This is an optimization exercise on Yosys and OpenROAD, whose aim is small area and a short achievable clock period, not a production implementation. No activity file was given, so power comes from the tool's default toggle rates.

== P ==
==> flow/design.v <==
module retire_trace_buffer #(
    parameter int DEPTH = 16
) (
    input  logic                   clk,
    input  logic                   reset,
    input  logic                   trace_en,
    input  logic [31:0]            pc,
    input  logic [31:0]            inst,
    input  logic                   rf_we,
    input  logic [4:0]             rf_waddr,
    input  logic [31:0]            rf_wdata,
    output logic                   overflow,
    output logic [15:0]            drop_count,
    input  logic                   clr_ovf,
    output logic [$clog2(DEPTH):0] level,
    output logic [31:0]            out_data,
    output logic                   out_valid,
    input  logic                   out_ready
);
    localparam int IDX_W = $clog2(DEPTH);
    localparam int LVL_W = IDX_W + 1;
    logic        armed_q;
    logic [31:0] pc_q;
    logic [31:0] inst_q;
    logic        wv_q;
    logic [4:0]  waddr_q;
    logic [31:0] wdata_q;
    logic [IDX_W-1:0] wr_q;
    logic [DEPTH-1:0] rd_oh_q;     
    logic [LVL_W-1:0] level_q;
    logic [3:0]       wc_q;         
    logic             valid_q;
    logic [31:0]      out_q;
    logic             overflow_q;
    logic [15:0]      drop_count_q;
    logic [31:0] pc_mem    [DEPTH];
    logic [31:0] inst_mem  [DEPTH];
    logic [4:0]  waddr_mem [DEPTH];
    logic [31:0] wdata_mem [DEPTH];
    logic        retire_s, wr_hit_s;
    logic [4:0]  ent_waddr_s;
    logic [31:0] ent_wdata_s;
    logic        full_s, one_s, accept_s, last_s, pop_s;
    logic        push_req_s, push_s, drop_s, wr_free_s;
    logic [LVL_W-1:0] level_d, level_inc_s, level_dec_s;
    logic        valid_d;
    logic [31:0] next_pc_s, next_word_s, out_d;
    logic [4:0]  head_waddr_s;
    logic [31:0] head_inst_s, head_wdata_s;
    logic [DEPTH-1:0] rd_sel_s;
    assign rd_sel_s = rd_oh_q;
    always_comb begin
        retire_s    = armed_q && (pc != pc_q);
        wr_hit_s    = rf_we && (rf_waddr != 5'd0);
        ent_waddr_s = wr_hit_s ? rf_waddr : (wv_q ? waddr_q : 5'd0);
        ent_wdata_s = wr_hit_s ? rf_wdata : (wv_q ? wdata_q : 32'd0);
        full_s     = level_q[IDX_W];
        one_s      = (level_q == LVL_W'(1));
        accept_s   = valid_q && out_ready;
        last_s     = wc_q[3];
        pop_s      = accept_s && last_s;
        push_req_s = retire_s && trace_en;
        push_s     = push_req_s && (!full_s || pop_s);
        drop_s     = push_req_s && full_s && !pop_s;
        wr_free_s  = !full_s || last_s;
        level_inc_s = level_q + LVL_W'(1);
        level_dec_s = level_q - LVL_W'(1);
        level_d = level_q;
        if (push_s && !pop_s)      level_d = level_inc_s;
        else if (pop_s && !push_s) level_d = level_dec_s;
        valid_d = push_s || (valid_q && !(pop_s && one_s));
        next_pc_s    = 32'd0;
        head_inst_s  = 32'd0;
        head_waddr_s = 5'd0;
        head_wdata_s = 32'd0;
        for (int i = 0; i < DEPTH; i++) begin
            next_pc_s    = next_pc_s    | (pc_mem[i]    & {32{rd_sel_s[(i+DEPTH-1)%DEPTH]}});
            head_inst_s  = head_inst_s  | (inst_mem[i]  & {32{rd_sel_s[i]}});
            head_waddr_s = head_waddr_s | (waddr_mem[i] & {5{rd_sel_s[i]}});
            head_wdata_s = head_wdata_s | (wdata_mem[i] & {32{rd_sel_s[i]}});
        end
        if (wc_q[0])      next_word_s = head_inst_s;
        else if (wc_q[1]) next_word_s = {(head_waddr_s != 5'd0), 26'd0, head_waddr_s};
        else              next_word_s = head_wdata_s;
        if (push_s && (!valid_q || (pop_s && one_s)))
            out_d = pc_q;                  
        else if (pop_s && !one_s)
            out_d = next_pc_s;             
        else if (accept_s && !last_s)
            out_d = next_word_s;           
        else if (valid_q && !accept_s)
            out_d = out_q;
        else
            out_d = 32'd0;
    end
    always_ff @(posedge clk or negedge reset) begin
        if (!reset) begin
            armed_q      <= 1'b0;
            wv_q         <= 1'b0;
            wr_q         <= '0;
            rd_oh_q      <= DEPTH'(1);
            level_q      <= '0;
            wc_q         <= 4'b0001;
            valid_q      <= 1'b0;
            out_q        <= 32'd0;
            overflow_q   <= 1'b0;
            drop_count_q <= 16'd0;
        end else begin
            armed_q <= 1'b1;
            wv_q    <= !retire_s && (wv_q || wr_hit_s);
            if (push_s) wr_q <= wr_q + IDX_W'(1);
            if (pop_s)  rd_oh_q <= {rd_oh_q[DEPTH-2:0], rd_oh_q[DEPTH-1]};
            level_q <= level_d;
            if (accept_s) wc_q <= {wc_q[2:0], wc_q[3]};
            valid_q <= valid_d;
            out_q   <= out_d;
            if (clr_ovf) begin
                overflow_q   <= 1'b0;
                drop_count_q <= 16'd0;
            end else if (drop_s) begin
                overflow_q   <= 1'b1;
                if (drop_count_q != 16'hFFFF) drop_count_q <= drop_count_q + 16'd1;
            end
        end
    end
    always_ff @(posedge clk) begin
        pc_q <= pc;
        if (!armed_q || retire_s) inst_q <= inst;
        if (wr_hit_s) begin
            waddr_q <= rf_waddr;
            wdata_q <= rf_wdata;
        end
    end
    always_ff @(posedge clk) begin
        if (wr_free_s) begin
            pc_mem[wr_q]    <= pc_q;
            inst_mem[wr_q]  <= inst_q;
            waddr_mem[wr_q] <= ent_waddr_s;
            wdata_mem[wr_q] <= ent_wdata_s;
        end
    end
    assign out_valid  = valid_q;
    assign out_data   = out_q;
    assign overflow   = overflow_q;
    assign drop_count = drop_count_q;
    assign level      = level_q;
endmodule
clock: 5.5 ns
lec_check: 0
cap_margin: 20
core_margin: 2
core_utilization: 60
cts_cluster_diameter: 100
cts_cluster_size: 30
setup_slack_margin: 3.0
slew_margin: 20
run.sh (not shown) runs the stock make flow with config.mk's settings and CLKGATE_MAP_FILE= SYNTH_SCRIPT=/design/flow/synth_recipe.tcl, a recipe that flattens the netlist after the stock synthesis.
Inputs modified between P and Q:
Settings: setting CTS_BUF_LIST to sky130_fd_sc_hd__clkbuf_8 for the first time; removing CTS_CLUSTER_DIAMETER (formerly 100).
The run with more setup slack is Q; P has less. | number of antenna violations at the first check in global routing | higher: P |. Part of the power in combinational logic: Q vs P down 1.3 points. Higher sequential share of layout area goes to P over Q. Taking P as the reference, in Q multiplexer share of the synthesized area has remained practically unchanged; achievable clock frequency +about 7%; non-filler instance count after layout shows an increase of 398; final clock period utilization by the worst path shows a reduction of 3.6 points. Relative to P, final area has gone up in Q. Relative to P, leakage power summed over all cells increased by 9.4% in Q.
## Diff of input files: R against Q
Settings: CTS_CLUSTER_SIZE removed (was 30); CTS_BUF_LIST removed (was sky130_fd_sc_hd__clkbuf_8).
==> comparison <==
- R: flow completed, timing, DRC and antenna clean
- Sort Q and R by proportion of power drawn by the clock network, descending, and R comes first.
- In R the total number of vias turned out 597 lower than in Q.
- ~same fraction of area in registers in Q and R
- Route | R vs Q | wire shorter in R
- Utilization of the core after routing: R vs Q — no meaningful difference
- Cell total after placement of Q is on par with R.
- The worst setup path endpoint comes out level_q[3]$_DFFE_PN0P_ in one run and level_q[4]$_DFFE_PN0P_ in the other, namely in R and Q respectively.
- Maximum operating frequency went down by a few percent going from Q to R.
No run of this note included a check of the RTL's function; only the layout flow was run.

## port drivers added, routing unchanged
The flow's constraints put no driver on any port. The routed layouts listed below were extracted and timed again, unchanged, in two steps. Step 1 sets driving cells, clkbuf_16 on the clock port and buf_2 on the other inputs (assumed; they add their load-dependent delay and slew). Step 2 times the ports against the registers' clock, not the clock port: input delays grow and output delays shrink by t, the midpoint of the rising clock arrivals with the driver on. Slacks: ideal ports / drivers / drivers and shift; pairs: ideal ports / drivers.
run	t, ns	setup WS [ns]	cell pins on the clock port's net
P	0.765	2.561 / 2.582 / 1.817	1
Q	1.002	2.757 / 2.737 / 1.767	1
R	0.853	2.679 / 2.714 / 1.861	1
After both steps setup and hold are still met in every run listed. For Q, which loses most, drivers alone change the setup slack by -0.020 ns; drivers and shift together by -0.990 ns.
